This is an optimization exercise on Yosys and OpenROAD, whose aim is small area, a short achievable clock period and few clock cycles per item, not a production implementation.
The RTL was checked by simulation tests, not by an equivalence proof against the original design.

==> inputs of v19 <==
// sliding_window_range_peak
module sliding_window_range_peak #(
    parameter int WINDOW_MAX = 64
) (
    input  logic                      clk,
    input  logic                      rst_n,
    input  logic                      cfg_we,
    input  logic [srp_pkg::CFG_W-1:0] cfg_wdata,
    input  logic                      s_tvalid,
    output logic                      s_tready,
    input  logic [31:0]               s_tdata,
    input  logic                      s_tlast,
    output logic                      m_tvalid,
    input  logic                      m_tready,
    output logic [63:0]               m_tdata,
    output logic                      m_tuser,
    output logic                      m_tlast
);
make LEC_CHECK=0 CAP_MARGIN=20 CORE_MARGIN=2 CORE_UTILIZATION=30 CTS_CLUSTER_DIAMETER=100 CTS_CLUSTER_SIZE=25 SETUP_SLACK_MARGIN=4.1 SLEW_MARGIN=20 SYNTH_HIERARCHICAL=1 finish   # period 7.0 ns
run.sh (not shown) runs the stock make flow with config.mk's settings and CLKGATE_MAP_FILE= SYNTH_SCRIPT=/design/flow/synth_recipe.tcl, a recipe that flattens the netlist after the stock synthesis.
==> v8 (differences from v19) <==
--- a/flow/design.v
+++ b/flow/design.v
@@ -13,21 +13,21 @@
 endmodule
 module srp_lfi (input logic nx, input logic r, output logic ngt, output logic lt);
     assign ngt = nx | r;
     assign lt  = nx & r;
 endmodule
 module srp_n0 (input logic gh, input logic nlh, input logic gl, input logic nll,
                output logic ng, output logic l);
-    assign ng = ~(gh | (nlh & gl));
+    assign ng = ~(nlh & (gh | gl));
     assign l  = ~(nlh & (gh | nll));
 endmodule
 module srp_n1 (input logic ngh, input logic lh, input logic ngl, input logic ll,
                output logic g, output logic nl);
     assign g  = ~(ngh & (lh | ngl));
-    assign nl = ~(lh | (ngh & ll));
+    assign nl = ~(ngh & (lh | ll));
 endmodule
 module srp_cmp (input logic [30:0] nx, input logic [30:0] r, output logic lt, output logic gt);
     logic [15:0] ng1, l1;
     logic [7:0]  g2, nl2;
     logic [3:0]  ng3, l3;
     logic [1:0]  g4, nl4;
     logic        ng5;
@@ -49,72 +49,47 @@
     for (genvar i = 0; i < 2; i++) begin : g_l4
         srp_n1 u_n (.ngh(ng3[2*i+1]), .lh(l3[2*i+1]), .ngl(ng3[2*i]), .ll(l3[2*i]),
                     .g(g4[i]), .nl(nl4[i]));
     end
     srp_n0 u_top (.gh(g4[1]), .nlh(nl4[1]), .gl(g4[0]), .nll(nl4[0]), .ng(ng5), .l(lt));
     assign gt = ~ng5;
 endmodule
-module srp_pr4 (input logic [3:0] v, input logic hi, output logic [3:0] s, output logic any);
-    assign s[3] = v[3] & ~hi;
-    assign s[2] = v[2] & ~hi & ~v[3];
-    assign s[1] = v[1] & ~hi & ~v[3] & ~v[2];
-    assign s[0] = v[0] & ~hi & ~v[3] & ~v[2] & ~v[1];
-    assign any  = |v;
-endmodule
-module srp_nor2 (input logic a, input logic b, output logic y);
-    assign y = ~(a | b);
-endmodule
-module srp_nand2 (input logic a, input logic b, output logic y);
-    assign y = ~(a & b);
-endmodule
-module srp_inv (input logic a, output logic y);
-    assign y = ~a;
-endmodule
-module srp_prio64 (input logic [63:0] v, output logic [63:0] s);
-    logic [15:0] g;       
-    logic [15:0] hi;      
-    logic [15:0] t0, u1, t2, u3;
-    assign t0 = {1'b0, g[15:1]};
-    for (genvar k = 0; k < 16; k++) begin : g_s1
-        if (k + 1 < 16) begin : g_a srp_nor2 u (.a(t0[k]), .b(t0[k+1]), .y(u1[k])); end
-        else begin : g_b srp_inv u (.a(t0[k]), .y(u1[k])); end
-    end
-    for (genvar k = 0; k < 16; k++) begin : g_s2
-        if (k + 2 < 16) begin : g_a srp_nand2 u (.a(u1[k]), .b(u1[k+2]), .y(t2[k])); end
-        else begin : g_b srp_inv u (.a(u1[k]), .y(t2[k])); end
-    end
-    for (genvar k = 0; k < 16; k++) begin : g_s3
-        if (k + 4 < 16) begin : g_a srp_nor2 u (.a(t2[k]), .b(t2[k+4]), .y(u3[k])); end
-        else begin : g_b srp_inv u (.a(t2[k]), .y(u3[k])); end
-    end
-    for (genvar k = 0; k < 16; k++) begin : g_s4
-        if (k + 8 < 16) begin : g_a srp_nand2 u (.a(u3[k]), .b(u3[k+8]), .y(hi[k])); end
-        else begin : g_b srp_inv u (.a(u3[k]), .y(hi[k])); end
-    end
-    for (genvar k = 0; k < 16; k++) begin : g_grp
-        srp_pr4 u (.v(v[4*k+3:4*k]), .hi(hi[k]), .s(s[4*k+3:4*k]), .any(g[k]));
-    end
-endmodule
 module srp_ao8 (input logic [7:0] s, input logic [7:0] d, output logic y);
     assign y = |(s & d);
 endmodule
-module srp_or8 (input logic [7:0] a, output logic y);
-    assign y = |a;
+module srp_lp8 (input logic [7:0] v, output logic [7:0] s, output logic any);
+    always_comb
+        for (int i = 0; i < 8; i++) begin
+            s[i] = v[i];
+            for (int k = i + 1; k < 8; k++) s[i] = s[i] & ~v[k];
+        end
+    assign any = |v;
 endmodule
-module srp_sel64 (input logic [63:0] s, input logic [63:0][30:0] d, output logic [30:0] y);
-    for (genvar b = 0; b < 31; b++) begin : g_bit
-        logic [7:0] p;
-        for (genvar k = 0; k < 8; k++) begin : g_grp
+module srp_pick64 (input logic [63:0] v, input logic [63:0][30:0] d, output logic [30:0] y);
+    logic [7:0]       ga, gs;
+    logic [7:0][7:0]  ls;
+    logic [7:0][30:0] lv;
+    for (genvar g = 0; g < 8; g++) begin : g_grp
+        srp_lp8 u_lp (.v(v[8*g+7:8*g]), .s(ls[g]), .any(ga[g]));
+        for (genvar b = 0; b < 31; b++) begin : g_bit
             logic [7:0] col;
             for (genvar i = 0; i < 8; i++) begin : g_c
-                assign col[i] = d[8*k+i][b];
+                assign col[i] = d[8*g+i][b];
             end
-            srp_ao8 u (.s(s[8*k+7:8*k]), .d(col), .y(p[k]));
+            srp_ao8 u (.s(ls[g]), .d(col), .y(lv[g][b]));
+        end
+    end
+    logic gany;
+    srp_lp8 u_gp (.v(ga), .s(gs), .any(gany));
+    for (genvar b = 0; b < 31; b++) begin : g_out
+        logic [7:0] col;
+        for (genvar g = 0; g < 8; g++) begin : g_c
+            assign col[g] = lv[g][b];
         end
-        srp_or8 u_or (.a(p), .y(y[b]));
+        srp_ao8 u (.s(gs), .d(col), .y(y[b]));
     end
 endmodule
 module srp_pg (input logic gh, input logic th, input logic gl, input logic tl,
                output logic g, output logic t);
     assign g = gh | (th & gl);
     assign t = th & tl;
 endmodule
@@ -245,27 +220,25 @@
             ev     = ev     | (fph[k] & (ucnt > TW'(k)));
             etag   = etag   | ({TW{fph[k]}} & (wc - TW'(1 + k)));
             rdy_e  = rdy_e  | (fph[k] & rb_rdy[k]);
             last_e = last_e | (fph[k] & rb_last[k]);
         end
         ev = ev & (~replay | armed);
     end
-    logic [WM-1:0]         vmx, vmn, smx, smn;
+    logic [WM-1:0]         vmx, vmn;
     logic [WM-1:0][DW-1:0] win;
     always_comb
         for (int a = 0; a < WM; a++) begin
             vmx[a] = incl[a] & ~fmx[a+1];
             vmn[a] = incl[a] & ~fmn[a+1];
             win[a] = ring[a+1];
         end
-    srp_prio64 u_pmx (.v(vmx), .s(smx));
-    srp_prio64 u_pmn (.v(vmn), .s(smn));
     logic [DW-1:0] selmx, selmn;
-    srp_sel64 u_smx (.s(smx), .d(win), .y(selmx));
-    srp_sel64 u_smn (.s(smn), .d(win), .y(selmn));
+    srp_pick64 u_smx (.v(vmx), .d(win), .y(selmx));
+    srp_pick64 u_smn (.v(vmn), .d(win), .y(selmn));
     logic          va;
     logic [TW-1:0] taga;
     logic          rdya, lasta;
     logic [DW-1:0] mxa, mna;
     always_ff @(posedge clk) begin
         mxa   <= selmx;
         mna   <= selmn;
@@ -287,28 +260,37 @@
     logic [DW-1:0] best_reg, best_out, spread_q, bestout_q;
     logic          rdy_q, last_q;
     logic          commit, drop;
     assign best_reg = (bvalid & ~last_q) ? bestout_q : '0;
     logic sp_gt, sp_lt;
     srp_cmp u_best (.nx(~spread), .r(best_reg), .lt(sp_lt), .gt(sp_gt));
     assign best_out = sp_gt ? spread : best_reg;
-    assign commit   = vb & (tagb == cc) & (~ov | m_tready);
+    assign commit   = tag_ok & (~ov | m_tready);
     assign drop     = vb & ~commit;
     always_ff @(posedge clk)
         if (commit) begin
             spread_q  <= spread;
             bestout_q <= best_out;
             rdy_q     <= rdyb;
             last_q    <= lastb;
         end
     logic [TW-1:0]   u_n;
     logic            fresh_n, replay_n;
     logic [UMAX-1:0] fph_n;
+    logic [TW-1:0] u_up, u_dn;
+    logic          tag_ok;
+    assign u_up   = ucnt + TW'(1);
+    assign u_dn   = ucnt - TW'(1);
+    assign tag_ok = vb & (tagb == cc);
     always_comb begin
-        u_n      = ucnt + TW'(wr) - TW'(commit);
+        case ({wr, commit})
+            2'b10:   u_n = u_up;
+            2'b01:   u_n = u_dn;
+            default: u_n = ucnt;
+        endcase
         fresh_n  = wr ? s_tlast : fresh;
         replay_n = (replay | drop) & (u_n != '0);
         fph_n[1] = wr | fph[2];
         fph_n[0] = ~wr & fph[1];
         for (int k = 2; k < UMAX - 1; k++) fph_n[k] = ~wr & fph[k+1];
         fph_n[UMAX-1] = ~wr & (ph == 7'(N - UMAX + 1));
     end
- SETUP_SLACK_MARGIN: 4.1 -> 4.4
- TNS_END_PERCENT: unset -> 5
==> v23 (differences from v19) <==
- CORE_UTILIZATION: 30 -> 40
==> results.sh <==
export IMPL_outcome="timing/DRC/antenna clean"
export IMPL_clock_area_share_pct=2.730
export IMPL_clk_latency_ns=0.98
export IMPL_num_vias=124300
export IMPL_num_nonclk_buffers=378
export IMPL_finalPower_mw=48.73
export IMPL_pre_cts_ws_ns=3.114
export IMPL_cts_resized_gates=708
export IMPL_drt_initial_drc_count=20020
export IMPL_wl_met1_um=228800
export IMPL_antenna_cells=20
export IMPL_seq_share_pct=39.05
export IMPL_reg2reg_slack_ns=3.83
export IMPL_setup_slack_ns=3.833
export IMPL_met2_usage_pct=41.40
export IMPL_ir_drop_mv=0.3157
the above is filed under v8

==> results.sh <==
export IMPL_finalPower_mw=23.90
export IMPL_clock_area_share_pct=2.710
export IMPL_num_nonclk_buffers=622
export IMPL_reg2reg_slack_ns=3.32
export IMPL_end_kind="flip-flop"
export IMPL_wl_met1_um=222100
export IMPL_htreeDepth=3
export IMPL_powerSeq_mw=14.5
export IMPL_seq_share_pct=36.83
export IMPL_outcome="timing/DRC/antenna clean"
export IMPL_pre_cts_ws_ns=2.311
export IMPL_antenna_cells=19
export IMPL_critPathBufInv=6
export IMPL_setup_slack_ns=3.318
export IMPL_drt_initial_drc_count=16340
export IMPL_met2_usage_pct=49.94
export IMPL_ir_drop_mv=0.2605
export IMPL_clk_latency_ns=0.89
export IMPL_cts_resized_gates=928
the above is filed under v23

==> results.sh <==
export IMPL_cts_tree="done"
export IMPL_finalPower_mw=23.49
export IMPL_reg2reg_slack_ns=3.45
export IMPL_wl_met1_um=225100
export IMPL_num_vias=124300
export IMPL_outcome="timing/DRC/antenna clean"
export IMPL_met2_usage_pct=38.00
export IMPL_num_nonclk_buffers=768
export IMPL_pre_cts_ws_ns=2.502
export IMPL_die_y_um=638.8
export IMPL_antenna_cells=25
export IMPL_power_group_top="registers"
export IMPL_ir_drop_mv=0.2423
export IMPL_seq_share_pct=35.83
export IMPL_clock_area_share_pct=2.340
export IMPL_die_area_um2=408100
export IMPL_startpoint_type="flip-flop"
export IMPL_cts_resized_gates=1044
export IMPL_drt_initial_drc_count=18300
the above is filed under v19

Testbench counts of v19, summed over its fixed seeds: cycles 12,778, items 12,482.
Testbench counts of v8, summed over its fixed seeds: cycles 12,778, items 12,482.
Testbench counts of v23, summed over its fixed seeds: cycles 12,778, items 12,482.

## static timing again, ports no longer ideal
Ports are ideal in the flow. The routed layouts listed here were re-timed in OpenROAD.
Step 1, drivers: a clkbuf_16 drives clk and a buf_2 each remaining input, both assumed.
Step 2 adds t to the input delays and takes it off the output delays; t is the mean of the earliest and latest rising clock arrival at the registers after step 1. Input paths then give back, and output paths get back, about the clock's delay inside the block.
Slacks: no drivers / after step 1 / after step 2; pairs: no drivers / after step 1.
| run | shift t [ns] | slack for setup (ns) | worst setup path after step 2 | worst data-port slew with drivers (ns) |
|---|---|---|---|---|
| v19 | 0.954 | 3.455 / 3.455 / 3.289 | input to register | 0.08 |
| v8 | 1.060 | 3.833 / 3.833 / 3.077 | input to register | 0.18 |
| v23 | 0.957 | 3.318 / 3.318 / 3.299 | input to register | 0.06 |
After both steps setup and hold are still met in every run listed. For v8, which loses most, drivers alone change the setup slack by 0.000 ns; drivers and shift together by -0.756 ns.
